Source: an optimization exercise on an open RTL-to-GDS flow (aim: small area and a short achievable clock period). Production flows keep margins and buffers that such runs may drop. No run shown here included a check of the RTL's function; only the layout flow was run. The flow treats the clock pin as an ideal source, which a real chip does not have. Power figures rest on the tool's default switching activity, not on a simulated workload.

**flow/design.v**
```verilog
`timescale 1ns/10ps
package nic_reg_pkg;
    typedef logic [32-1:0]  reg_word_t;
    typedef logic [8-1:0] reg_idx_t;
    typedef enum logic [8-1:0] {
        REG_STATUS         = 8'd0,
        REG_ERRORS         = 8'd1,
        REG_GOOD_H         = 8'd2,
        REG_GOOD_L         = 8'd3,
        REG_BAD_H          = 8'd4,
        REG_BAD_L          = 8'd5,
        REG_PCI_BASE_H     = 8'd6,
        REG_PCI_BASE_L     = 8'd7,
        REG_PCI_SIZE_H     = 8'd8,
        REG_PCI_SIZE_L     = 8'd9,
        REG_RESET          = 8'd10,
        REG_CLEAR_COUNTERS = 8'd11,
        REG_PACKET_COUNT_H = 8'd32,
        REG_PACKET_COUNT_L = 8'd33,
        REG_LOOPBACK       = 8'd34,
        REG_PAUSE_PCI      = 8'd35
    } reg_index_e;
    typedef enum logic [1:0] {
        OKAY   = 2'd0,
        SLVERR = 2'd2,
        DECERR = 2'd3
    } reg_resp_e;
    typedef struct packed {
        logic      write;
        reg_idx_t  write_index;
        reg_word_t write_data;
        logic      read;
        reg_idx_t  read_index;
    } reg_req_t;
    typedef struct packed {
        logic      write_done;
        reg_resp_e write_resp;
        logic      read_valid;
        reg_word_t read_data;
        reg_resp_e read_resp;
    } reg_rsp_t;
    typedef struct packed {
        logic [64-1:0] pci_base;
        logic [64-1:0] pci_size;
        logic [64-1:0] packet_count;
        logic                   loopback;
    } ctrl_config_t;
endpackage
`timescale 1ns/10ps
package nic_status_pkg;
    typedef struct packed {
        logic good;
        logic bad;
        logic range_err;
    } packet_events_t;
    typedef struct packed {
        logic [32-1:0] tdata;
        logic                        tvalid;
        logic                        tready;
    } seq_beat_t;
    typedef struct packed {
        logic seq_error;
        logic overflow_1;
        logic overflow_0;
        logic pci_range_err;
    } error_flags_t;
    typedef struct packed {
        logic [64-1:0] good_packets;
        logic [64-1:0] bad_packets;
    } status_counters_t;
endpackage
`timescale 1ns/10ps
module nic_control (
    input  logic                          clk,
    input  logic                          resetn,
    input  logic                          req_write,
    input  logic [8-1:0]   req_write_index,
    input  logic [32-1:0]    req_write_data,
    input  logic                          req_read,
    input  logic [8-1:0]   req_read_index,
    output logic                          rsp_write_done,
    output logic [1:0]                    rsp_write_resp,
    output logic                          rsp_read_valid,
    output logic [32-1:0]    rsp_read_data,
    output logic [1:0]                    rsp_read_resp,
    input  logic                          ev_good,
    input  logic                          ev_bad,
    input  logic                          ev_range_err,
    input  logic [32-1:0]   seq_tdata,
    input  logic                          seq_tvalid,
    input  logic                          seq_tready,
    input  logic                          overflow_0,
    input  logic                          overflow_1,
    input  logic                          hbm_cattrip,
    input  logic                          pcs_aligned,
    input  logic                          generator_idle,
    output logic [64-1:0]        cfg_pci_base,
    output logic [64-1:0]        cfg_pci_size,
    output logic [64-1:0]        cfg_packet_count,
    output logic                          cfg_loopback,
    output logic                          gen_packets,
    output logic                          pause_pci,
    output logic                          resetn_out
);
    logic [31:0] wd;
    assign wd = req_write_data;
    logic w_good_h, w_good_l, w_bad_h, w_bad_l;
    logic w_base_h, w_base_l, w_size_h, w_size_l;
    logic w_reset, w_clear, w_cnt_h, w_cnt_l, w_loop, w_pause;
    logic w_ok;
    assign w_good_h = req_write && req_write_index == 8'd2;
    assign w_good_l = req_write && req_write_index == 8'd3;
    assign w_bad_h  = req_write && req_write_index == 8'd4;
    assign w_bad_l  = req_write && req_write_index == 8'd5;
    assign w_base_h = req_write && req_write_index == 8'd6;
    assign w_base_l = req_write && req_write_index == 8'd7;
    assign w_size_h = req_write && req_write_index == 8'd8;
    assign w_size_l = req_write && req_write_index == 8'd9;
    assign w_reset  = req_write && req_write_index == 8'd10;
    assign w_clear  = req_write && req_write_index == 8'd11;
    assign w_cnt_h  = req_write && req_write_index == 8'd32;
    assign w_cnt_l  = req_write && req_write_index == 8'd33;
    assign w_loop   = req_write && req_write_index == 8'd34;
    assign w_pause  = req_write && req_write_index == 8'd35;
    assign w_ok = (req_write_index >= 8'd2 && req_write_index <= 8'd11) ||
                  (req_write_index >= 8'd32 && req_write_index <= 8'd35);
    logic write_err, read_err;
    always_ff @(posedge clk) begin
        rsp_write_done <= resetn && req_write;
        rsp_read_valid <= resetn && req_read;
        gen_packets    <= resetn && w_cnt_l;
        write_err      <= !w_ok;
    end
    assign rsp_write_resp = {write_err, write_err};
    assign rsp_read_resp  = {read_err, read_err};
    logic [31:0] wdr;        
    logic        wdr_one;    
    assign wdr     = resetn ? wd : 32'd0;
    assign wdr_one = !resetn || wd[0];
    always_ff @(posedge clk) begin
        if (w_base_h || !resetn) cfg_pci_base[63:32]     <= {wdr[31:1], wdr_one};
        if (w_base_l || !resetn) cfg_pci_base[31:0]      <= wdr;
        if (w_size_h || !resetn) cfg_pci_size[63:32]     <= {wdr[31:1], wdr_one};
        if (w_size_l || !resetn) cfg_pci_size[31:0]      <= wdr;
        if (w_cnt_h  || !resetn) cfg_packet_count[63:32] <= wdr;
        if (w_cnt_l  || !resetn) cfg_packet_count[31:0]  <= wdr;
        if (w_loop   || !resetn) cfg_loopback            <= wdr[0];
    end
    localparam logic [9:0] RST_IDLE  = 10'h001;
    localparam logic [9:0] RST_START = 10'h20c;
    logic [9:0] reset_lfsr;
    logic       reset_active;
    logic       clear, seq_reset;
    assign reset_active = (reset_lfsr != RST_IDLE);
    always_ff @(posedge clk) begin
        if (!resetn) begin
            reset_lfsr <= RST_IDLE;
        end else if (w_reset) begin
            reset_lfsr <= RST_START;
        end else if (reset_active) begin
            reset_lfsr <= {reset_lfsr[8:0], reset_lfsr[9] ^ reset_lfsr[6]};
        end
        resetn_out <= resetn && !reset_active;
        clear     <= !resetn || reset_active || w_clear;
        seq_reset <= !resetn || reset_active;
    end
    logic [31:0] pause_count;
    logic [31:0] pause_borrow;
    nic_prefix_and #(.W(32)) pause_borrow_i (.x(~pause_count), .c(pause_borrow));
    always_ff @(posedge clk) begin
        if (w_pause || !resetn) begin
            pause_count <= wdr;
            pause_pci   <= |wdr;
        end else begin
            pause_count <= pause_count ^ (pause_borrow & {32{pause_pci}});
            pause_pci   <= pause_pci && |pause_count[31:1];
        end
    end
    logic [63:0] good, bad;
    logic [63:0] good_carry, bad_carry;
    logic        pci_range_err, seq_error;
    logic [31:0] seq_prior;
    logic        beat, seq_bad;
    nic_prefix_and #(.W(64)) good_carry_i  (.x(good),      .c(good_carry));
    nic_prefix_and #(.W(64)) bad_carry_i   (.x(bad),       .c(bad_carry));
    logic [31:0] wdc;
    logic        ld_good_h, ld_good_l, ld_bad_h, ld_bad_l;
    logic        inc_good, inc_bad;
    assign wdc       = clear ? 32'd0 : wd;
    assign ld_good_h = clear || w_good_h;
    assign ld_good_l = clear || w_good_l;
    assign ld_bad_h  = clear || w_bad_h;
    assign ld_bad_l  = clear || w_bad_l;
    assign inc_good  = ev_good && !w_good_h && !w_good_l;
    assign inc_bad   = ev_bad && !w_bad_h && !w_bad_l;
    always_ff @(posedge clk) begin
        good[63:32] <= ld_good_h ? wdc : good[63:32] ^ ({32{inc_good}} & good_carry[63:32]);
        good[31:0]  <= ld_good_l ? wdc : good[31:0]  ^ ({32{inc_good}} & good_carry[31:0]);
        bad[63:32]  <= ld_bad_h  ? wdc : bad[63:32]  ^ ({32{inc_bad}}  & bad_carry[63:32]);
        bad[31:0]   <= ld_bad_l  ? wdc : bad[31:0]   ^ ({32{inc_bad}}  & bad_carry[31:0]);
    end
    always_ff @(posedge clk) begin
        if (clear) begin
            pci_range_err <= 1'b0;
        end else if (ev_range_err) begin
            pci_range_err <= 1'b1;
        end
    end
    assign beat    = seq_tvalid && seq_tready;
    logic [32:0] seq_diff;
    logic [31:0] seq_step_ok;
    assign seq_diff = {1'b0, seq_tdata ^ seq_prior};
    for (genvar i = 0; i < 32; i++) begin : g_seq
        assign seq_step_ok[i] = seq_diff[i] ? (seq_diff[i+1] ^ seq_tdata[i]) : !seq_diff[i+1];
    end
    assign seq_bad = (seq_tdata != '0) && !(seq_diff[0] && &seq_step_ok);
    always_ff @(posedge clk) begin
        if (clear) begin
            seq_error <= 1'b0;
        end else if (beat && seq_bad) begin
            seq_error <= 1'b1;
        end
    end
    always_ff @(posedge clk) begin
        if (beat || seq_reset) begin
            seq_prior <= seq_reset ? 32'd0 : seq_tdata;
        end
    end
    logic [31:0] rd_word;
    logic        rd_err;
    logic [15:0] rsel;
    logic        rlo, rhi;
    assign rlo = req_read_index[7:4] == 4'd0;
    assign rhi = req_read_index[7:2] == 6'd8;
    for (genvar k = 0; k < 12; k++) begin : g_rs
        assign rsel[k] = rlo && req_read_index[3:0] == k;
    end
    for (genvar k = 0; k < 4; k++) begin : g_rh
        assign rsel[12+k] = rhi && req_read_index[1:0] == k;
    end
    assign rd_err  = !(rlo && req_read_index[3:0] <= 4'd10) && !rhi;
    assign rd_word = ({32{rsel[0]}}  & {30'd0, !hbm_cattrip, pcs_aligned})
                   | ({32{rsel[1]}}  & {28'd0, seq_error, overflow_1, overflow_0, pci_range_err})
                   | ({32{rsel[2]}}  & good[63:32])
                   | ({32{rsel[3]}}  & good[31:0])
                   | ({32{rsel[4]}}  & bad[63:32])
                   | ({32{rsel[5]}}  & bad[31:0])
                   | ({32{rsel[6]}}  & cfg_pci_base[63:32])
                   | ({32{rsel[7]}}  & cfg_pci_base[31:0])
                   | ({32{rsel[8]}}  & cfg_pci_size[63:32])
                   | ({32{rsel[9]}}  & cfg_pci_size[31:0])
                   | ({32{rsel[10]}} & {31'd0, reset_active})
                   | ({32{rsel[13]}} & {31'd0, !generator_idle})
                   | ({32{rsel[14]}} & {31'd0, cfg_loopback})
                   | ({32{rsel[15]}} & pause_count);
    always_ff @(posedge clk) begin
        rsp_read_data <= rd_word;
        read_err      <= rd_err;
    end
endmodule
module nic_prefix_and #(
    parameter int W = 32
) (
    input  logic [W-1:0] x,
    output logic [W-1:0] c
);
    assign c[0] = 1'b1;
    for (genvar i = 1; i < W; i++) begin : g_c
        assign c[i] = &x[i-1:0];
    end
endmodule
```
**flow/flow/run.sh**
```bash
#!/bin/bash
set -euo pipefail
cd "$(dirname "$0")/.."
FLOWDIR=$(pwd)/flow
cat >> config.mk <<EOC
export BUFFER_PORTS_ARGS = -buffer_cell sky130_fd_sc_hd__buf_1
export PRE_CTS_TCL = $FLOWDIR/pre_cts.tcl
export DONT_USE_CELLS = $(cat $FLOWDIR/slow_cells.txt)
EOC
bash standard.sh > flow_standard.log 2>&1
```
**flow/flow/pre_cts.tcl**
```tcl
# Wrap clock_tree_synthesis: after the tree is built, remove its root buffer so that the
# clock port drives the first-level buffers directly.
proc my_remove_clock_root {} {
  set block [ord::get_db_block]
  foreach inst [$block getInsts] {
    set name [$inst getName]
    if {![string match "clkbuf_0_*" $name]} { continue }
    set in_net [[$inst findITerm A] getNet]
    set out_net [[$inst findITerm X] getNet]
    set sinks {}
    foreach it [$out_net getITerms] {
      if {[$it getInst] != $inst} { lappend sinks $it }
    }
    if {[llength $sinks] > 4} {
      puts "keeping clock root $name: it drives [llength $sinks] pins"
      continue
    }
    puts "removing clock root $name driving [llength $sinks] pins"
    foreach it $sinks { $it disconnect }
    [$inst findITerm A] disconnect
    [$inst findITerm X] disconnect
    odb::dbInst_destroy $inst
    foreach it $sinks { $it connect $in_net }
    odb::dbNet_destroy $out_net
  }
}

rename clock_tree_synthesis my_orig_clock_tree_synthesis
proc clock_tree_synthesis {args} {
  my_orig_clock_tree_synthesis {*}$args
  my_remove_clock_root
}
```
**flow/flow/slow_cells.txt**
```
sky130_fd_sc_hd__or4_1 sky130_fd_sc_hd__or4_2 sky130_fd_sc_hd__or4_4 sky130_fd_sc_hd__or4b_1 sky130_fd_sc_hd__or4b_2 sky130_fd_sc_hd__or4b_4 sky130_fd_sc_hd__or4bb_1 sky130_fd_sc_hd__or4bb_2 sky130_fd_sc_hd__or4bb_4 sky130_fd_sc_hd__nor4_1 sky130_fd_sc_hd__nor4_2 sky130_fd_sc_hd__nor4_4 sky130_fd_sc_hd__nor4b_1 sky130_fd_sc_hd__nor4b_2 sky130_fd_sc_hd__nor4b_4 sky130_fd_sc_hd__nor4bb_1 sky130_fd_sc_hd__nor4bb_2 sky130_fd_sc_hd__nor4bb_4 sky130_fd_sc_hd__or3_1 sky130_fd_sc_hd__or3_2 sky130_fd_sc_hd__or3_4 sky130_fd_sc_hd__or3b_1 sky130_fd_sc_hd__or3b_2 sky130_fd_sc_hd__or3b_4
```
**flow/standard.sh**
```bash
#!/bin/bash
# synth_recipe.tcl (not shown) runs the flow's synth.tcl, then flattens the netlist and writes it again
# the make line also repeats each setting of config.mk as NAME=value (left out here)
make -C /OpenROAD-flow-scripts/flow DESIGN_CONFIG=/design/flow/config.mk WORK_HOME=/design/flow/orfs CLKGATE_MAP_FILE= SYNTH_SCRIPT=/design/flow/synth_recipe.tcl "${@:-finish}"
```
**flow/config.mk**
```make
export PLATFORM = sky130hd
export DESIGN_NAME = nic_control
export DESIGN_NICKNAME = nic_control
export VERILOG_FILES = /design/flow/design.v
export SDC_FILE = /design/flow/constraint.sdc
export NUM_CORES = 4
export LEC_CHECK = 0
export CAP_MARGIN = 20
export CORE_MARGIN = 2
export CORE_UTILIZATION = 55
export CTS_CLUSTER_DIAMETER = 80
export CTS_CLUSTER_SIZE = 25
export PLACE_DENSITY = 0.7
export SETUP_SLACK_MARGIN = 2.8
export SLEW_MARGIN = 70
export TNS_END_PERCENT = 5
export BUFFER_PORTS_ARGS = -buffer_cell sky130_fd_sc_hd__buf_1
export PRE_CTS_TCL = /design/flow/flow/pre_cts.tcl
export DONT_USE_CELLS = sky130_fd_sc_hd__or4_1 sky130_fd_sc_hd__or4_2 sky130_fd_sc_hd__or4_4 sky130_fd_sc_hd__or4b_1 sky130_fd_sc_hd__or4b_2 sky130_fd_sc_hd__or4b_4 sky130_fd_sc_hd__or4bb_1 sky130_fd_sc_hd__or4bb_2 sky130_fd_sc_hd__or4bb_4 sky130_fd_sc_hd__nor4_1 sky130_fd_sc_hd__nor4_2 sky130_fd_sc_hd__nor4_4 sky130_fd_sc_hd__nor4b_1 sky130_fd_sc_hd__nor4b_2 sky130_fd_sc_hd__nor4b_4 sky130_fd_sc_hd__nor4bb_1 sky130_fd_sc_hd__nor4bb_2 sky130_fd_sc_hd__nor4bb_4 sky130_fd_sc_hd__or3_1 sky130_fd_sc_hd__or3_2 sky130_fd_sc_hd__or3_4 sky130_fd_sc_hd__or3b_1 sky130_fd_sc_hd__or3b_2 sky130_fd_sc_hd__or3b_4
```
**flow/constraint.sdc**
```tcl
create_clock -name core_clock -period 5.0 [get_ports {clk}]
set_input_delay 1.0000 -clock core_clock [delete_from_list [all_inputs] [get_ports {clk}]]
set_output_delay 1.0000 -clock core_clock [all_outputs]
set_load 0.01 [all_outputs]
```
==> results of run 1 <==
==> synth_stat cells (24+ instances only) <==
cell type / n / area [µm²]
xnor2_1: 55 / 481.7
a211oi_1: 121 / 908.4
a21oi_1: 38 / 190.2
and2_1: 51 / 319.1
nand2_1: 72 / 270.3
o21ai_0: 54 / 270.3
nor2b_1: 46 / 287.8
nor2_1: 269 / 1010
edfxtp_1: 225 / 6756
nand4_1: 56 / 350.3
xor2_1: 96 / 840.8
nand3_1: 104 / 520.5
a22oi_1: 60 / 450.4
nor3_1: 32 / 160.2
clkbuf_1: 93 / 349.1
dfxtp_1: 213 / 4264
and3_1: 49 / 306.5
inv_1: 24 / 90.09
==> where the power goes <==
group / switching (mW) / internal (mW) / total (mW)
clock network: 1.22 / 0.999 / 2.22
logic: 0.754 / 0.407 / 1.16
registers: 0.216 / 4.08 / 4.30
==> critical path, delay by kind of cell <==
kind                   cells  cell delay, ns
buffers and inverters      4            0.60
muxes                      1            0.24
and+or+nand+nor            4            0.77
AOI/OAI and AO/OA          1            0.10
==> final timing paths <==
check,start,endpoint,slack [ns],cells past startpoint
worst max register to register,good[32]$_DFF_P_,good[59]$_DFF_P_,2.77,7
worst min register to register,reset_lfsr[5]$_SDFFE_PP0P_,reset_lfsr[6]$_SDFFE_PP0P_,0.48,1
worst max-delay path,req_write_index[4],bad[49]$_DFF_P_,2.63,10
worst min-delay path,reset_lfsr[5]$_SDFFE_PP0P_,reset_lfsr[6]$_SDFFE_PP0P_,0.48,1
==> metal layers <==
| metal | GRT usage, % | vias up | wire [µm] |
|---|---|---|---|
| li1 | - | 7833 | - |
| met4 | 11.22 | 2 | 3034 |
| met1 | 50.33 | 8724 | 28270 |
| met5 | 0 | - | 18 |
| met2 | 52.70 | 1183 | 30860 |
| met3 | 7.667 | 186 | 8626 |
==> sequential cells by signal, indices dropped and copies added, names as in the netlist, 10 cells and up <==
register	flops
bad	64
cfg_packet_count	64
seq_prior	32
reset_lfsr	10
cfg_pci_base	64
rsp_read_data	32
cfg_pci_size	64
good	64
pause_count	32
==> through the flow <==
step | power (mW) | worst slack, ns
2_1_floorplan | 4.934 | 2.313
3_3_place_gp | 5.365 | 1.675
3_5_place_dp | 5.471 | 1.760
4_1_cts | 7.636 | 2.615
5_1_grt | 7.916 | 2.584
6_report | 7.682 | 2.626
==> final cells by class <==
type | instances | area [µm²]
antenna | 4 | 10.01
clock buffer | 31 | 615.6
clock inverter | 10 | 137.6
fill | 2915 | 12610
inverter | 24 | 92.59
multi-input combinational | 1349 | 8940
sequential | 438 | 11030
tap | 468 | 585.6
timing repair buffer | 423 | 2416
==> logic make-up after synthesis <==
group	Yosys count	synth area share (%)
fa+ha+maj	4	0.2472
compound gates	382	13.60
simple gates	770	19.52
xor+xnor	151	6.532
buf+inv	151	3.139
flops	438	54.43
mux	40	2.534
==> timing repair <==
action | in CTS | in global routing
pin swaps | 8 | 14
hold endpoints to repair | 0 | 0
buffers inserted | 25 | 19
setup endpoints to repair | 314 | 306
resized for setup | 56 | 34
gates cloned | 2 | 6
==> out/metrics.yaml, run 1 <==
routing:
  drc: 0
  vias_per_cell: 6.526
  num_vias: 17928
  first_iter_violations: 2330
  first_pass_iters: 9
  antenna_left: 0
  wl_um: 70810
  wl_per_cell_um: 25.78
placement:
  dpl.hpwl_um: 50620
  gp_congestion: 0.9688
  placed_area_um2: 22240
  placed_cells: 2650
  port_buffers: 327
synth:
  syn_nets: 2034
  synth_cell_types: 63
  avgSynthCellArea_um2: 10.46
  yosysWarnings: 1
  synth_edf_count: 225
  ys.flop_type: "edfxtp_1"
  synth.ff_latch_count: 438
  synth-seq-area-share_pct: 54.43
  syn_area_um2: 20250
  async_flop_share_pct: 0
  synthCells: 1936
final_layout:
  final_common_cell: "buf_1"
  fin_nets: 2356
  final_core_util_pct: 65.38
  mostFrequentLayoutCells: "buf_1, nor2_1, edfxtp_1"
  area_growth_pct: 17.66
  instances_no_fill: 2747
  post-route-cell-area_um2: 23820
  drive_gt1_share_pct: 11.69
setup_path:
  critPathRequiredTime_ns: 5.34
  cp_common_cell: "buf_6"
  worst_setup_path_end_kind: "flip-flop"
  cpMaxStageDelayCell: "nor3_4"
  cpPeakStageDelay_ns: 0.28
  worstSetupStartpointType: "input pin"
  crit_arrival_ns: 2.71
  cp_max_fo: 8
  crit_type: "in -> reg"
  worstPathCellList: "buf_6, nor3_4, buf_6, nand4_1, buf_6, and3_4, buf_4, nand4_1, mux2i_1, a31oi_1"
clocking:
  cts.sinks: 438
  clk_latency_ns: 0.45
  ctsHoldBuffers: 0
  clkTransAtPathRegs_ns: 0.10
  cts_tree: "built"
  cts_buffers: 23
global_route:
  overflow: 0
  grt_start_max_net_pins: 60
  grt_pass1_wl_um: 101600
  track_usage_pct: 34.92
  grt_pass1_vias: 16405
  grt_antenna_before_repair: 4
sta:
  worst_pin_slew_ns: 0.4770
  grt_setup_unrepaired: "yes"
  fmax_ghz: 0.4212
  fin_skew_ns: 0.02123
  fin_tns_setup_ns: 0
  whs_ns: 0.4800
  setup_viol: 0
  fin_crit_sh_pct: 47.48
  slew_viol_final: 0
  relSlewSlack_pct: 68.08
  fin_crit_ns: 2.374
  hold_viol: 0
power:
  p_per_area_nw_per_um2: 322.5
  peakVddDrop_mv: 0.3139
  p_leak_nw: 8.143
job:
  drv_cap: 0
run_status:
  outcome: "complete, no violations"
floorplanning:
  fp.dieArea_um2: 38360
  die_width_um: 195.9
  start_util_pct: 55.57
  coreArea_um2: 36430
  pin_count: 328
  rows: 70
  die_height_um: 195.9
worst_hold_path:
  hp-class: "reg -> reg"
==> run 2, diff against run 1 <==
--- a/flow/design.v
+++ b/flow/design.v
@@ -185,19 +185,22 @@
     nic_prefix_and #(.W(64)) bad_carry_i   (.x(bad),       .c(bad_carry));
     logic [31:0] wdc;
     logic        ld_good_h, ld_good_l, ld_bad_h, ld_bad_l;
-    logic        inc_good, inc_bad;
+    logic        good_pend, bad_pend;
+    logic [63:0] good_v, bad_v;
     assign wdc       = clear ? 32'd0 : wd;
     assign ld_good_h = clear || w_good_h;
     assign ld_good_l = clear || w_good_l;
     assign ld_bad_h  = clear || w_bad_h;
     assign ld_bad_l  = clear || w_bad_l;
-    assign inc_good  = ev_good && !w_good_h && !w_good_l;
-    assign inc_bad   = ev_bad && !w_bad_h && !w_bad_l;
-    always_ff @(posedge clk) begin
-        good[63:32] <= ld_good_h ? wdc : good[63:32] ^ ({32{inc_good}} & good_carry[63:32]);
-        good[31:0]  <= ld_good_l ? wdc : good[31:0]  ^ ({32{inc_good}} & good_carry[31:0]);
-        bad[63:32]  <= ld_bad_h  ? wdc : bad[63:32]  ^ ({32{inc_bad}}  & bad_carry[63:32]);
-        bad[31:0]   <= ld_bad_l  ? wdc : bad[31:0]   ^ ({32{inc_bad}}  & bad_carry[31:0]);
+    assign good_v    = good ^ ({64{good_pend}} & good_carry);
+    assign bad_v     = bad ^ ({64{bad_pend}} & bad_carry);
+    always_ff @(posedge clk) begin
+        good[63:32] <= ld_good_h ? wdc : good_v[63:32];
+        good[31:0]  <= ld_good_l ? wdc : good_v[31:0];
+        bad[63:32]  <= ld_bad_h  ? wdc : bad_v[63:32];
+        bad[31:0]   <= ld_bad_l  ? wdc : bad_v[31:0];
+        good_pend   <= ev_good && !ld_good_h && !ld_good_l;
+        bad_pend    <= ev_bad && !ld_bad_h && !ld_bad_l;
     end
     always_ff @(posedge clk) begin
         if (clear) begin
@@ -241,10 +244,10 @@
     assign rd_err  = !(rlo && req_read_index[3:0] <= 4'd10) && !rhi;
     assign rd_word = ({32{rsel[0]}}  & {30'd0, !hbm_cattrip, pcs_aligned})
                    | ({32{rsel[1]}}  & {28'd0, seq_error, overflow_1, overflow_0, pci_range_err})
-                   | ({32{rsel[2]}}  & good[63:32])
-                   | ({32{rsel[3]}}  & good[31:0])
-                   | ({32{rsel[4]}}  & bad[63:32])
-                   | ({32{rsel[5]}}  & bad[31:0])
+                   | ({32{rsel[2]}}  & good_v[63:32])
+                   | ({32{rsel[3]}}  & good_v[31:0])
+                   | ({32{rsel[4]}}  & bad_v[63:32])
+                   | ({32{rsel[5]}}  & bad_v[31:0])
                    | ({32{rsel[6]}}  & cfg_pci_base[63:32])
                    | ({32{rsel[7]}}  & cfg_pci_base[31:0])
                    | ({32{rsel[8]}}  & cfg_pci_size[63:32])
--- a/flow/config.mk
+++ b/flow/config.mk
@@ -12,7 +12,7 @@
 export CTS_CLUSTER_SIZE = 25
 export PLACE_DENSITY = 0.7
 export SETUP_SLACK_MARGIN = 2.8
-export SLEW_MARGIN = 70
+export SLEW_MARGIN = 20
 export TNS_END_PERCENT = 5
 export BUFFER_PORTS_ARGS = -buffer_cell sky130_fd_sc_hd__buf_1
 export PRE_CTS_TCL = /design/flow/flow/pre_cts.tcl
==> out/metrics.yaml, run 2 <==
routing:
  drc: 0
  num_vias: 17974
  wl_um: 72260
  vias_per_cell: 6.586
  first_iter_violations: 3057
  wl_per_cell_um: 26.48
  antenna_left: 0
  first_pass_iters: 9
run_status:
  outcome: "complete, no violations"
sta:
  setup_viol: 0
  fin_crit_ns: 2.382
  slew_viol_final: 0
  fmax_ghz: 0.4198
  hold_viol: 0
  grt_setup_unrepaired: "yes"
  whs_ns: 0.4676
  fin_crit_sh_pct: 47.64
  fin_skew_ns: 0.05423
  fin_tns_setup_ns: 0
  worst_pin_slew_ns: 1.105
  relSlewSlack_pct: 26.33
global_route:
  grt_antenna_before_repair: 3
  grt_start_max_net_pins: 88
  grt_pass1_wl_um: 102000
  track_usage_pct: 34.96
  grt_pass1_vias: 16366
  overflow: 0
final_layout:
  drive_gt1_share_pct: 11.63
  post-route-cell-area_um2: 23910
  final_common_cell: "buf_1"
  area_growth_pct: 18.10
  fin_nets: 2341
  n_antenna_cell: 0
  mostFrequentLayoutCells: "buf_1, edfxtp_1, nor2_1"
setup_path:
  worstPathCellList: "buf_2, nor3_2, and4_4, buf_12, clkbuf_16, nand2_1, and3_1, o221a_2, o221ai_1"
  critPathRequiredTime_ns: 5.37
  crit_arrival_ns: 2.75
  worst-path-buf-inv: 3
  cpPeakStageDelay_ns: 0.45
  path_delay_family: "simple AND/OR/NAND/NOR gates"
  crit_type: "in -> reg"
  cp_max_fo: 15
  worst_setup_path_end_kind: "flip-flop"
  worstSetupStartpointType: "input pin"
  cpMaxStageDelayCell: "nor3_2"
synth:
  yosysMostFrequentCell: "nor2_1"
  avgSynthCellArea_um2: 10.64
  synth_top_area_share_pct: 33.37
  yosysWarnings: 1
  synth-seq-area-share_pct: 54.63
  synthCells: 1902
  async_flop_share_pct: 0
  synth_area_leaders: "edfxtp_1, dfxtp_1, a211oi_1"
  synth_largest_area_cell: "edfxtp_1"
  ys.flop_type: "edfxtp_1"
  synth_common_cells: "nor2_1, edfxtp_1, dfxtp_1"
  synth_cell_types: 65
  synth_edf_count: 225
  synth.ff_latch_count: 440
  syn_area_um2: 20250
  syn_nets: 2000
floorplanning:
  die_width_um: 195.9
  die_height_um: 195.9
  start_util_pct: 55.57
  fp.dieArea_um2: 38360
  rows: 70
  pin_count: 328
  coreArea_um2: 36430
clocking:
  cts_buffers: 24
  clkTransAtPathRegs_ns: 0.10
  cts_tree: "built"
  ctsHoldBuffers: 0
  clk_latency_ns: 0.46
  cts.sinks: 440
power:
  peakVddDrop_mv: 0.2769
  p_leak_nw: 7.960
  p_per_area_nw_per_um2: 343.0
  total_power_mw: 8.202
placement:
  port_buffers: 327
  gp_congestion: 0.9585
  placed_area_um2: 21860
  dpl.hpwl_um: 49030
worst_hold_path:
  hp-class: "reg -> reg"
job:
  drv_cap: 0
[run 2: cell families after synthesis]
family          count (synthesis)  synth area share, %
flops                         440                54.63
compound gates                375                13.82
mux                            19               0.9394
fa+ha+maj                       4               0.2472
simple gates                  755                19.84
buf+inv                       135                2.985
xor+xnor                      174                7.527
[run 2: metrics by stage]
step / util (%) / std cells / worst slack (ns)
floorplan: - / 1902 / 2.086
global placement: 59.98 / 2612 / 1.544
detailed placement: 59.99 / 2612 / 1.425
CTS: 63.85 / 2690 / 2.631
global route: 65.63 / 2729 / 2.585
finish: 65.63 / 2729 / 2.618
[run 2: per-layer routing]
layer  part of all wire, %  vias to the layer above  global-route usage, %
met5                     0                        -                      0
met4                   3.9                        0                  11.08
met3                    13                      213                  7.117
met2                    44                     1287                  53.04
met1                    40                     8680                  50.55
li1                      -                     7794                      -
[run 2: path summary, 6_finish.rpt]
path | startpoint | endpoint | slack [ns] | cells after the start
max | req_read_index[6] | rsp_read_data[31]$_DFF_P_ | 2.62 | 9
min reg2reg | reset_lfsr[2]$_SDFFE_PN0P_ | reset_lfsr[3]$_SDFFE_PN0P_ | 0.47 | 1
max reg2reg | good[3]$_DFF_P_ | rsp_read_data[10]$_DFF_P_ | 2.66 | 6
min | reset_lfsr[2]$_SDFFE_PN0P_ | reset_lfsr[3]$_SDFFE_PN0P_ | 0.47 | 1
[run 2: worst reg2reg max path: cells and delay by family, from the launching register on]
family | cells | cell delay [ns]
and+or+nand+nor | 3 | 1.06
xor gates and xnor gates | 1 | 0.51
DFF | 1 | 0.44
AOI/OAI and AO/OA | 2 | 0.25
[run 2: what timing repair did]
item | in CTS | in global routing
buffers inserted | 29 | 20
setup endpoints to repair | 420 | 445
pin swaps | 22 | 17
gates resized for setup | 98 | 55
cloned | 6 | 19
[run 2: power by group]
group | total, mW | internal, mW | switching (mW)
Sequential | 4.59 | 4.19 | 0.399
Combinational | 1.45 | 0.561 | 0.892
Clock | 2.16 | 0.912 | 1.25
Total | 8.20 | 5.66 | 2.54
[run 2: layout make-up]
class,instances,area [µm²]
flip-flops and latches,440,11070
clock buffers,33,613.1
inverters,16,62.56
fillers,2903,12520
clock inverters,10,123.9
well taps,468,585.6
multi-input cells,1341,9159
repair buffers,421,2300
==> run 3, diff against run 2 <==
--- a/flow/design.v
+++ b/flow/design.v
@@ -179,8 +179,10 @@
     logic [63:0] good, bad;
     logic [63:0] good_carry, bad_carry;
     logic        pci_range_err, seq_error;
-    logic [31:0] seq_prior;
+    logic [31:0] seq_expect;
+    logic [31:0] tdata_carry;
     logic        beat, seq_bad;
+    nic_prefix_and #(.W(32)) tdata_carry_i (.x(seq_tdata), .c(tdata_carry));
     nic_prefix_and #(.W(64)) good_carry_i  (.x(good),      .c(good_carry));
     nic_prefix_and #(.W(64)) bad_carry_i   (.x(bad),       .c(bad_carry));
     logic [31:0] wdc;
@@ -210,13 +212,7 @@
         end
     end
     assign beat    = seq_tvalid && seq_tready;
-    logic [32:0] seq_diff;
-    logic [31:0] seq_step_ok;
-    assign seq_diff = {1'b0, seq_tdata ^ seq_prior};
-    for (genvar i = 0; i < 32; i++) begin : g_seq
-        assign seq_step_ok[i] = seq_diff[i] ? (seq_diff[i+1] ^ seq_tdata[i]) : !seq_diff[i+1];
-    end
-    assign seq_bad = (seq_tdata != '0) && !(seq_diff[0] && &seq_step_ok);
+    assign seq_bad = (seq_tdata != '0) && (seq_tdata != seq_expect);
     always_ff @(posedge clk) begin
         if (clear) begin
             seq_error <= 1'b0;
@@ -226,7 +222,7 @@
     end
     always_ff @(posedge clk) begin
         if (beat || seq_reset) begin
-            seq_prior <= seq_reset ? 32'd0 : seq_tdata;
+            seq_expect <= seq_reset ? 32'd1 : seq_tdata ^ tdata_carry;
         end
     end
     logic [31:0] rd_word;
--- a/flow/config.mk
+++ b/flow/config.mk
@@ -12,7 +12,7 @@
 export CTS_CLUSTER_SIZE = 25
 export PLACE_DENSITY = 0.7
 export SETUP_SLACK_MARGIN = 2.8
-export SLEW_MARGIN = 20
+export SLEW_MARGIN = 70
 export TNS_END_PERCENT = 5
 export BUFFER_PORTS_ARGS = -buffer_cell sky130_fd_sc_hd__buf_1
 export PRE_CTS_TCL = /design/flow/flow/pre_cts.tcl
==> out/metrics.yaml, run 3 <==
sta:
  fin_tns_setup_ns: 0
  relSlewSlack_pct: 66.94
  fin_crit_sh_pct: 48.13
  slew_viol_final: 0
  worst_pin_slew_ns: 0.4942
  hold_viol: 0
  fin_crit_ns: 2.406
  grt_setup_unrepaired: "yes"
  timing.final.ws_setup_ns: 2.594
  whs_ns: 0.4792
  fmax_ghz: 0.4156
  setup_viol: 0
  fin_skew_ns: 0.03376
synth:
  syn_nets: 1954
  synth.ff_latch_count: 440
  synth_largest_area_cell: "edfxtp_1"
  yosysMostFrequentCell: "nor2_1"
  syn_area_um2: 19710
  synth_top_area_share_pct: 34.27
  ys.flop_type: "edfxtp_1"
  synth_edf_count: 225
  synth-seq-area-share_pct: 56.11
  synthCells: 1851
  avgSynthCellArea_um2: 10.65
  synth_common_cells: "nor2_1, edfxtp_1, dfxtp_1"
  async_flop_share_pct: 0
  synth_area_leaders: "edfxtp_1, dfxtp_1, xnor2_1"
  yosysWarnings: 1
  synth_cell_types: 59
routing:
  num_vias: 17410
  first_iter_violations: 2672
  vias_per_cell: 6.477
  wl_um: 71770
  drc: 0
  wl_per_cell_um: 26.70
  first_pass_iters: 13
  antenna_left: 0
clocking:
  cts_tree: "built"
  cts.sinks: 440
  clkTransAtPathRegs_ns: 0.10
  ctsHoldBuffers: 0
  cts_buffers: 24
  clk_latency_ns: 0.45
job:
  drv_cap: 0
placement:
  placed_area_um2: 21990
  gp_congestion: 0.9891
  dpl_worst_slack_ns: 1.779
  port_buffers: 327
  placed_cells: 2585
  dpl.hpwl_um: 51570
power:
  combPwrFrac_pct: 20.5
  p_per_area_nw_per_um2: 355.1
  p_leak_nw: 8.371
  power_frac_seq_pct: 53.8
  switchingPower_mw: 2.668
  peakVddDrop_mv: 0.3241
  clockPowerShare_pct: 25.6
  netSwitchingFraction_pct: 31.36
  intPower_mw: 5.839
  total_power_mw: 8.506
floorplanning:
  die_height_um: 193.3
  fp.dieArea_um2: 37370
  coreArea_um2: 35400
  start_util_pct: 55.69
  pin_count: 328
  die_width_um: 193.3
  rows: 69
final_layout:
  mostFrequentLayoutCells: "buf_1, nor2_1, edfxtp_1"
  final_common_cell: "buf_1"
  nFillCells: 2786
  fin_nets: 2312
  final_core_util_pct: 67.67
  n_antenna_cell: 0
  drive_gt1_share_pct: 16.12
  post-route-cell-area_um2: 23950
  instances_no_fill: 2688
  area_growth_pct: 21.50
worst_hold_path:
  holdPathStages: 2
  hp-class: "reg -> reg"
setup_path:
  critPathRequiredTime_ns: 5.30
  ff2ff_path_depth: 7
  worstSetupStartpointType: "input pin"
  cp_max_fo: 11
  worst_setup_path_end_kind: "flip-flop"
  crit_type: "in -> reg"
  crit_arrival_ns: 2.70
global_route:
  grt_pass1_wl_um: 103900
  grt_start_max_net_pins: 64
  grt_antenna_before_repair: 1
  grt_pass1_vias: 16144
  track_usage_pct: 36.59
  overflow: 0
run_status:
  outcome: "complete, no violations"
==> run 3: cell type report <==
cell class	instances	area [µm²]	share of cell area, %
flip-flops and latches	440	11090	46.31
well taps	461	576.8	2.408
clock buffers	34	638.1	2.664
clock inverters	9	101.3	0.4231
repair buffers	446	2609	10.89
inverters	19	71.32	0.2977
multi-input cells	1279	8865	37.01
==> run 3: layer usage <==
layer  up-vias  part of all wire (%)  track usage, %
met4         2                   2.9           9.075
met1      8440                    40           54.77
met5         -                 0.017               0
met3       158                    15           10.83
met2      1321                    42           52.08
li1       7489                     -               -
==> run 3: final timing paths <==
check,start,end,slack (ns)
worst max-delay path,req_read_index[4],rsp_read_data[2]$_DFF_P_,2.59
worst min-delay path,reset_lfsr[0]$_SDFFE_PN1P_,reset_lfsr[1]$_SDFFE_PP0P_,0.48
worst max register to register,good[5]$_DFF_P_,rsp_read_data[30]$_DFF_P_,2.70
worst min register to register,reset_lfsr[0]$_SDFFE_PN1P_,reset_lfsr[1]$_SDFFE_PP0P_,0.48
==> run 3: power by group through the flow <==
| stage | Clock (mW) | Combinational [mW] | Sequential (mW) |
|---|---|---|---|
| floorplan | 0 | 0.989 | 4.57 |
| global placement | 0 | 1.42 | 4.71 |
| detailed placement | 0 | 1.63 | 4.63 |
| CTS | 2.18 | 1.67 | 4.55 |
| global route | 2.31 | 1.89 | 4.60 |
| finish | 2.18 | 1.75 | 4.58 |
==> run 3: cells by family (layout without fill, tap and decap cells) <==
family / count (synthesis) / count (layout) / share of synthesized area (%)
compound gates: 329 / 329 / 12.15
simple gates: 709 / 711 / 18.04
buf+inv: 134 / 508 / 2.767
fa+ha+maj: 9 / 9 / 0.5712
flops: 440 / 440 / 56.11
xor+xnor: 209 / 209 / 9.285
mux: 21 / 21 / 1.073
==> run 3: what timing repair did <==
action                     in CTS  in global routing
buffers inserted               41                  8
setup endpoints to repair     272                307
gates resized for setup       138                 51
cloned                          8                  1
pin swaps                      36                 30
==> run 3: worst max-delay path, cell delays in order <==
cell and delay, ns:
buf_1 0.08, nor3_2 0.04, buf_4 0.15, buf_6 0.13, buf_4 0.13, nand2_1 0.11
or2_4 0.18, buf_6 0.19, o22ai_2 0.12, a221oi_1 0.21, and3_1 0.22, o221ai_1 0.13
==> run 4, diff against run 3 <==
--- a/flow/design.v
+++ b/flow/design.v
@@ -176,33 +176,52 @@
             pause_pci   <= pause_pci && |pause_count[31:1];
         end
     end
-    logic [63:0] good, bad;
-    logic [63:0] good_carry, bad_carry;
+    logic [63:0] good_v, bad_v;
     logic        pci_range_err, seq_error;
-    logic [31:0] seq_expect;
-    logic [31:0] tdata_carry;
+    logic [31:0] seq_prior;
     logic        beat, seq_bad;
-    nic_prefix_and #(.W(32)) tdata_carry_i (.x(seq_tdata), .c(tdata_carry));
-    nic_prefix_and #(.W(64)) good_carry_i  (.x(good),      .c(good_carry));
-    nic_prefix_and #(.W(64)) bad_carry_i   (.x(bad),       .c(bad_carry));
-    logic [31:0] wdc;
-    logic        ld_good_h, ld_good_l, ld_bad_h, ld_bad_l;
-    logic        good_pend, bad_pend;
-    logic [63:0] good_v, bad_v;
-    assign wdc       = clear ? 32'd0 : wd;
-    assign ld_good_h = clear || w_good_h;
-    assign ld_good_l = clear || w_good_l;
-    assign ld_bad_h  = clear || w_bad_h;
-    assign ld_bad_l  = clear || w_bad_l;
-    assign good_v    = good ^ ({64{good_pend}} & good_carry);
-    assign bad_v     = bad ^ ({64{bad_pend}} & bad_carry);
-    always_ff @(posedge clk) begin
-        good[63:32] <= ld_good_h ? wdc : good_v[63:32];
-        good[31:0]  <= ld_good_l ? wdc : good_v[31:0];
-        bad[63:32]  <= ld_bad_h  ? wdc : bad_v[63:32];
-        bad[31:0]   <= ld_bad_l  ? wdc : bad_v[31:0];
-        good_pend   <= ev_good && !ld_good_h && !ld_good_l;
-        bad_pend    <= ev_bad && !ld_bad_h && !ld_bad_l;
+    logic [31:0]      wdc;
+    logic             wdc_lo_ones, wdc_hi_ones;
+    logic [1:0][63:0] cnt, cnt_v, cnt_carry;
+    logic [1:0][2:0]  seg_full;
+    logic [1:0][3:0]  seg_cin;
+    logic [1:0]       pend, ev, w_h, w_l, ld_h, ld_l;
+    assign wdc         = clear ? 32'd0 : wd;
+    assign wdc_lo_ones = &wdc[15:0];
+    assign wdc_hi_ones = &wdc[31:16];
+    assign ev          = {ev_bad, ev_good};
+    assign w_h         = {w_bad_h, w_good_h};
+    assign w_l         = {w_bad_l, w_good_l};
+    for (genvar c = 0; c < 2; c++) begin : g_cnt
+        assign ld_h[c] = clear || w_h[c];
+        assign ld_l[c] = clear || w_l[c];
+        assign seg_cin[c][0] = pend[c];
+        for (genvar k = 1; k < 4; k++) begin : g_cin
+            assign seg_cin[c][k] = pend[c] && &seg_full[c][k-1:0];
+        end
+        for (genvar i = 0; i < 64; i++) begin : g_bit
+            if (i % 16 == 0) begin : g_first
+                assign cnt_carry[c][i] = seg_cin[c][i/16];
+            end else begin : g_rest
+                assign cnt_carry[c][i] = seg_cin[c][i/16] && &cnt[c][i-1:(i/16)*16];
+            end
+        end
+        assign cnt_v[c] = cnt[c] ^ cnt_carry[c];
+    end
+    assign good_v = cnt_v[0];
+    assign bad_v  = cnt_v[1];
+    always_ff @(posedge clk) begin
+        for (int c = 0; c < 2; c++) begin
+            cnt[c][63:32] <= ld_h[c] ? wdc : cnt_v[c][63:32];
+            cnt[c][31:0]  <= ld_l[c] ? wdc : cnt_v[c][31:0];
+            pend[c]       <= ev[c] && !ld_h[c] && !ld_l[c];
+            seg_full[c][0] <= ld_l[c] ? wdc_lo_ones :
+                              seg_cin[c][0] ? (cnt[c][15:0] == 16'hfffe) : seg_full[c][0];
+            seg_full[c][1] <= ld_l[c] ? wdc_hi_ones :
+                              seg_cin[c][1] ? (cnt[c][31:16] == 16'hfffe) : seg_full[c][1];
+            seg_full[c][2] <= ld_h[c] ? wdc_lo_ones :
+                              seg_cin[c][2] ? (cnt[c][47:32] == 16'hfffe) : seg_full[c][2];
+        end
     end
     always_ff @(posedge clk) begin
         if (clear) begin
@@ -212,7 +231,13 @@
         end
     end
     assign beat    = seq_tvalid && seq_tready;
-    assign seq_bad = (seq_tdata != '0) && (seq_tdata != seq_expect);
+    logic [32:0] seq_diff;
+    logic [31:0] seq_step_ok;
+    assign seq_diff = {1'b0, seq_tdata ^ seq_prior};
+    for (genvar i = 0; i < 32; i++) begin : g_seq
+        assign seq_step_ok[i] = seq_diff[i] ? (seq_diff[i+1] ^ seq_tdata[i]) : !seq_diff[i+1];
+    end
+    assign seq_bad = (seq_tdata != '0) && !(seq_diff[0] && &seq_step_ok);
     always_ff @(posedge clk) begin
         if (clear) begin
             seq_error <= 1'b0;
@@ -222,7 +247,7 @@
     end
     always_ff @(posedge clk) begin
         if (beat || seq_reset) begin
-            seq_expect <= seq_reset ? 32'd1 : seq_tdata ^ tdata_carry;
+            seq_prior <= seq_reset ? 32'd0 : seq_tdata;
         end
     end
     logic [31:0] rd_word;
--- a/flow/config.mk
+++ b/flow/config.mk
@@ -12,7 +12,7 @@
 export CTS_CLUSTER_SIZE = 25
 export PLACE_DENSITY = 0.7
 export SETUP_SLACK_MARGIN = 2.8
-export SLEW_MARGIN = 70
+export SLEW_MARGIN = 20
 export TNS_END_PERCENT = 5
 export BUFFER_PORTS_ARGS = -buffer_cell sky130_fd_sc_hd__buf_1
 export PRE_CTS_TCL = /design/flow/flow/pre_cts.tcl
==> out/metrics.yaml, run 4 <==
run_status:
  outcome: "complete, no violations"
synth:
  synth_common_cells: "nor2_1, edfxtp_1, dfxtp_1"
  synth_edf_count: 231
  yosysMostFrequentCell: "nor2_1"
  synth-seq-area-share_pct: 54.58
  synth.ff_latch_count: 446
  syn_area_um2: 20600
  synth_area_leaders: "edfxtp_1, dfxtp_1, nor2_1"
  ys.flop_type: "edfxtp_1"
  async_flop_share_pct: 0
  synthCells: 1958
  synth_cell_types: 77
  syn_nets: 2062
  synth_top_area_share_pct: 33.68
  yosysWarnings: 1
  avgSynthCellArea_um2: 10.52
  synth_largest_area_cell: "edfxtp_1"
sta:
  fin_tns_setup_ns: 0
  worst_pin_slew_ns: 1.024
  hold_viol: 0
  slew_viol_final: 0
  grt_setup_unrepaired: "yes"
  fin_crit_sh_pct: 52.06
  fin_skew_ns: 0.02165
  whs_ns: 0.4797
  timing.final.ws_setup_ns: 2.397
  relSlewSlack_pct: 31.71
  setup_viol: 0
  fmax_ghz: 0.3842
  fin_crit_ns: 2.603
clocking:
  cts.sinks: 446
  cts_buffers: 24
  cts_tree: "built"
  clkTransAtPathRegs_ns: 0.10
  clk_latency_ns: 0.45
routing:
  wl_met1_um: 30070
  drc: 0
  first_iter_violations: 2552
  num_vias: 17818
  wl_per_cell_um: 27.42
  wl_met2_um: 32300
  first_pass_iters: 6
  antenna_left: 0
  vias_per_cell: 6.479
  met3_length_um: 9915
  top_layer_used: "met5"
  wl_um: 75400
worst_hold_path:
  hp-class: "reg -> reg"
setup_path:
  crit_type: "in -> reg"
  crit_arrival_ns: 2.92
  worst_setup_path_end_kind: "flip-flop"
  cp_max_fo: 13
  r2r_slack_ns: 2.67
  worstSetupStartpointType: "input pin"
  critPathRequiredTime_ns: 5.32
floorplanning:
  coreArea_um2: 36790
  rows: 70
  pin_count: 328
  fp.dieArea_um2: 39010
  die_height_um: 197.5
  start_util_pct: 55.99
  die_width_um: 197.5
power:
  power_frac_seq_pct: 53.7
  netSwitchingFraction_pct: 32.77
  switchingPower_mw: 2.890
  clockPowerShare_pct: 24.9
  intPower_mw: 5.930
  p_leak_nw: 8.132
  peakVddDrop_mv: 0.3365
  combPwrFrac_pct: 21.4
  total_power_mw: 8.821
  p_per_area_nw_per_um2: 371.2
final_layout:
  drive_gt1_share_pct: 9.338
  nFillCells: 3002
  area_growth_pct: 15.38
  seq_area_um2: 11240
  multi_input_comb_area_um2: 9101
  fin_nets: 2367
  final_common_cell: "buf_1"
  largest-register: "cnt"
  largest_reg_flops: 128
  mostFrequentLayoutCells: "buf_1, nor2_1, edfxtp_1"
  instances_no_fill: 2750
placement:
  dpl.hpwl_um: 54970
  dpl_worst_slack_ns: 1.171
  gp_congestion: 0.9947
  port_buffers: 327
  placed_cells: 2667
global_route:
  overflow: 0
  grt_pass1_vias: 16799
  track_usage_pct: 37.39
  grt_start_max_net_pins: 102
  grt_antenna_before_repair: 9
  grt_pass1_wl_um: 107800
job:
  drv_cap: 0
==> run 4: changes by cell type in the layout (fill, tap and decap cells not counted), sizes merged, moves of 12 or more <==
cell and change:
nand2 +12, buf -37, and4 -16, o22ai +19, nand3 +12, nor3 -21
and3 -22, mux2i +22, xnor2 -51, a222oi -14, a21oi +15, nor2b +43
==> run 4: routing by layer <==
layer  up-vias  GRT usage, %
li1       7811             -
met1      8583         53.38
met2      1226         55.20
met3       194         9.834
met4         4         12.84
met5         -             0
==> run 4: final timing paths <==
path                                                  from                         end  depth (start not counted)
worst max-delay path                     req_read_index[0]   rsp_read_data[29]$_DFF_P_                          9
worst min-delay path            reset_lfsr[8]$_SDFFE_PP0N_  reset_lfsr[9]$_SDFFE_PN0P_                          2
worst max register to register             pend[1]$_DFF_P_   rsp_read_data[11]$_DFF_P_                          6
worst min register to register  reset_lfsr[8]$_SDFFE_PP0N_  reset_lfsr[9]$_SDFFE_PN0P_                          2
==> run 4: kinds of logic (layout without fill, tap and decap cells) <==
kind of cell / count (synthesis) / count (layout) / share of synthesized area [%]
flops: 446 / 446 / 54.58
other cells: 0 / 1 / 0
fa+ha+maj: 11 / 11 / 0.6561
simple gates: 747 / 752 / 18.64
buf+inv: 154 / 470 / 3.432
compound gates: 395 / 397 / 13.70
mux: 44 / 44 / 2.151
xor+xnor: 161 / 161 / 6.846
==> run 4: power groups by stage <==
stage | registers [mW] | clock network, mW | logic, mW
global placement | 4.79 | 0 | 1.74
global route | 4.77 | 2.31 | 2.03
CTS | 4.71 | 2.20 | 1.81
floorplan | 4.68 | 0 | 1.22
detailed placement | 4.79 | 0 | 1.78
finish | 4.74 | 2.20 | 1.88
==> run 4: stage by stage <==
step | instance area (µm²) | utilization, %
finish | 23760 | 64.60
global route | 23760 | 64.59
CTS | 23510 | 63.90
detailed placement | 22210 | 60.39
global placement | 22190 | 60.31
floorplan | 20670 | -
==> run 4: worst max-delay path: stages <==
cell and delay (ns):
clkbuf_8 0.19, buf_12 0.17, nor2_2 0.07, and3_4 0.18, clkdlybuf4s18_2 0.27, a22o_1 0.27, a221oi_2 0.39, o221a_2 0.26
o221ai_1 0.10
==> run 4: area by class of cell <==
cell class	instances	share of cell area, %
diodes	1	0.01053
clock buffers	33	2.712
clock inverters	10	0.4160
inverters	27	0.4581
multi-input cells	1365	38.30
flip-flops and latches	446	47.32
well taps	468	2.464
repair buffers	400	8.319
==> run 4: timing repair <==
action | 4_1_cts | 5_1_grt
resized for setup | 88 | 22
endpoints found under the setup margin | 372 | 364
setup buffers | 21 | 8
gates cloned | 4 | 5
pin swaps | 13 | 4
hold buffers | 0 | 0
==> run 5, diff against run 4 <==
--- a/flow/config.mk
+++ b/flow/config.mk
@@ -12,7 +12,7 @@
 export CTS_CLUSTER_SIZE = 25
 export PLACE_DENSITY = 0.7
 export SETUP_SLACK_MARGIN = 2.8
-export SLEW_MARGIN = 20
+export SLEW_MARGIN = 70
 export TNS_END_PERCENT = 5
 export BUFFER_PORTS_ARGS = -buffer_cell sky130_fd_sc_hd__buf_1
 export PRE_CTS_TCL = /design/flow/flow/pre_cts.tcl
==> out/metrics.yaml, run 5 <==
run_status:
  outcome: "complete, no violations"
floorplanning:
  rows: 70
  start_util_pct: 55.99
  die_width_um: 197.5
  pin_count: 328
  fp.dieArea_um2: 39010
  die_height_um: 197.5
  coreArea_um2: 36790
routing:
  wl_per_cell_um: 27.19
  wl_um: 75740
  vias_per_cell: 6.462
  drc: 0
  first_iter_violations: 2376
  antenna_left: 0
  first_pass_iters: 8
  num_vias: 18004
global_route:
  grt_antenna_before_repair: 4
  grt_start_max_net_pins: 46
  track_usage_pct: 37.72
  grt_pass1_wl_um: 109000
  grt_pass1_vias: 16906
  overflow: 0
synth:
  syn_nets: 2062
  synth_common_cells: "nor2_1, edfxtp_1, dfxtp_1"
  synth_top_area_share_pct: 33.68
  ys.flop_type: "edfxtp_1"
  synth_edf_count: 231
  yosysWarnings: 1
  synth_area_leaders: "edfxtp_1, dfxtp_1, nor2_1"
  yosysMostFrequentCell: "nor2_1"
  synth_cell_types: 77
  synthCells: 1958
  synth_largest_area_cell: "edfxtp_1"
  synth.ff_latch_count: 446
  syn_area_um2: 20600
  async_flop_share_pct: 0
  synth-seq-area-share_pct: 54.58
  avgSynthCellArea_um2: 10.52
job:
  drv_cap: 0
setup_path:
  worstPathCellList: "buf_1, nor3_4, buf_4, buf_6, and3_4, buf_12, a32oi_1, o211ai_1, a221oi_1, o221ai_1"
  reg2reg_from: "pend[1]$_DFF_P_"
  cpMaxStageDelayCell: "a221oi_1"
  crit_type: "in -> reg"
  cpPeakStageDelay_ns: 0.28
  worstSetupStartpointType: "input pin"
  startpoint: "req_read_index[6]"
  cp_max_fo: 10
  critPathRequiredTime_ns: 5.31
  crit_arrival_ns: 2.70
  worst_setup_path_end_kind: "flip-flop"
sta:
  grt_setup_unrepaired: "yes"
  hold_viol: 0
  fmax_ghz: 0.4190
  fin_tns_setup_ns: 0
  fin_crit_ns: 2.387
  slew_viol_final: 0
  fin_skew_ns: 0.02026
  setup_viol: 0
  fin_crit_sh_pct: 47.74
  worst_pin_slew_ns: 0.4978
  relSlewSlack_pct: 66.57
placement:
  dpl.hpwl_um: 55570
  gp_congestion: 0.9947
  port_buffers: 327
power:
  total_power_mw: 8.938
  netSwitchingFraction_pct: 32.56
  peakVddDrop_mv: 0.4675
  combPwrFrac_pct: 22.3
  intPower_mw: 6.028
  p_leak_nw: 8.531
  clockPowerShare_pct: 24.8
  p_per_area_nw_per_um2: 365.3
  switchingPower_mw: 2.910
  power_frac_seq_pct: 52.9
final_layout:
  drive_gt1_share_pct: 13.48
  final_common_cell: "buf_1"
  nFillCells: 2937
  area_growth_pct: 18.79
  largest_reg_flops: 128
  largest-register: "cnt"
  mostFrequentLayoutCells: "buf_1, nor2_1, edfxtp_1"
  fin_nets: 2401
worst_hold_path:
  hp-class: "reg -> reg"
  holdCritStartpoint: "reset_lfsr[8]$_SDFFE_PP0N_"
clocking:
  cts.sinks: 446
  cts_tree: "built"
  clkTransAtPathRegs_ns: 0.10
  ctsHoldBuffers: 0
  cts_buffers: 24
  clk_latency_ns: 0.44
[run 5: cell counts after synthesis]
No cell type changed its count.
[run 5: layer usage]
metal / wire length (µm) / up-vias / GRT usage [%]
met1: 30420 / 8686 / 54.11
met5: 13 / - / 0
met3: 10010 / 160 / 10.16
met2: 32620 / 1272 / 55.62
met4: 2679 / 2 / 12.14
li1: - / 7884 / -
[run 5: critical path, delay by kind of cell]
| kind | cells | cell delay (ns) |
|---|---|---|
| AOI/OAI and AO/OA | 4 | 0.83 |
| and+or+nand+nor | 2 | 0.27 |
| buffers and inverters | 4 | 0.58 |
[run 5: layout make-up]
class	count	area, µm²	share of cell area [%]
Clock inverter	15	138.9	0.5677
Antenna cell	3	7.507	0.03068
Inverter	27	116.4	0.4756
Tap cell	468	585.6	2.393
Sequential cell	446	11250	45.97
Clock buffer	28	615.6	2.516
Multi-Input combinational cell	1365	9343	38.19
Timing Repair Buffer	434	2414	9.865
[run 5: kinds of logic after synthesis]
| logic type | count (synthesis) | synth area share (%) |
|---|---|---|
| XOR/XNOR | 161 | 6.846 |
| multiplexers | 44 | 2.151 |
| AO/OA/AOI/OAI | 395 | 13.70 |
| adder cells (fa/ha/maj) | 11 | 0.6561 |
| AND/OR/NAND/NOR | 747 | 18.64 |
| flip-flops | 446 | 54.58 |
| buffers and inverters | 154 | 3.432 |
[run 5: through the flow]
step                      hold slack, ns  setup slack, ns  util, %  std cells  instance area, µm²
after floorplan                   0.4311            2.382        -       1958               20670
after global placement            0.4471            1.292    60.31       2666               22190
after detailed placement          0.4600            1.643    61.57       2693               22650
after CTS                         0.4830            2.679    65.13       2765               23960
after global routing              0.4946            2.594    66.50       2785               24460
final                             0.4804            2.613    66.51       2786               24470
[run 5: power groups by stage]
stage                     logic, mW  clock network (mW)  registers [mW]
after detailed placement       1.82                   0            4.79
after global routing           2.15                2.34            4.75
after global placement         1.74                   0            4.79
after CTS                      1.87                2.21            4.71
after floorplan                1.22                   0            4.68
final                          2.00                2.22            4.72
[run 5: worst paths after layout]
path                                     end  slack (ns)  cells past startpoint
setup reg to reg   rsp_read_data[13]$_DFF_P_        2.73                      6
hold reg to reg   reset_lfsr[9]$_SDFFE_PN0P_        0.48                      2
hold / removal    reset_lfsr[9]$_SDFFE_PN0P_        0.48                      2
setup / recovery   rsp_read_data[30]$_DFF_P_        2.61                     10
[run 5: timing repair]
| item | 4_1_cts | 5_1_grt |
|---|---|---|
| endpoints found under the setup margin | 227 | 249 |
| gates cloned | 7 | 3 |
| gates resized for setup | 84 | 63 |
| pin swaps | 16 | 15 |
| setup buffers | 22 | 13 |

-- re-timing with driven ports --
The results above use ideal ports. As a check the final layouts listed here were re-extracted and re-timed, cells and wires unchanged.
Step 1 (the two cells are an assumption about what drives the block):
set clk [get_ports {clk}]
set_driving_cell -lib_cell sky130_fd_sc_hd__clkbuf_16 $clk
set_driving_cell -lib_cell sky130_fd_sc_hd__buf_2 [delete_from_list [all_inputs] $clk]
Step 2 adds t to the input delays and takes it off the output delays; t is the mean of the earliest and latest rising clock arrival at the registers after step 1. Input paths then give back, and output paths get back, about the clock's delay inside the block.
a / b / c = no drivers / after step 1 / after step 2; a / b = the first two.
| run | shift t [ns] | slack for setup (ns) | clock arrival spread, ns | slew at the worst register clock pin (ns) |
|---|---|---|---|---|
| run 1 | 0.503 | 2.626 / 2.655 / 2.152 | 0.023 / 0.024 | 0.10 / 0.10 |
| run 2 | 0.509 | 2.618 / 2.600 / 2.091 | 0.056 / 0.056 | 0.11 / 0.11 |
| run 3 | 0.506 | 2.594 / 2.635 / 2.128 | 0.037 / 0.037 | 0.11 / 0.11 |
| run 4 | 0.515 | 2.397 / 2.441 / 1.926 | 0.027 / 0.026 | 0.11 / 0.11 |
| run 5 | 0.502 | 2.613 / 2.658 / 2.156 | 0.022 / 0.022 | 0.10 / 0.10 |
After both steps setup and hold are still met in every run listed. The setup slack of run 2, which loses most, moves by -0.018 ns with the drivers and by -0.527 ns with both steps.
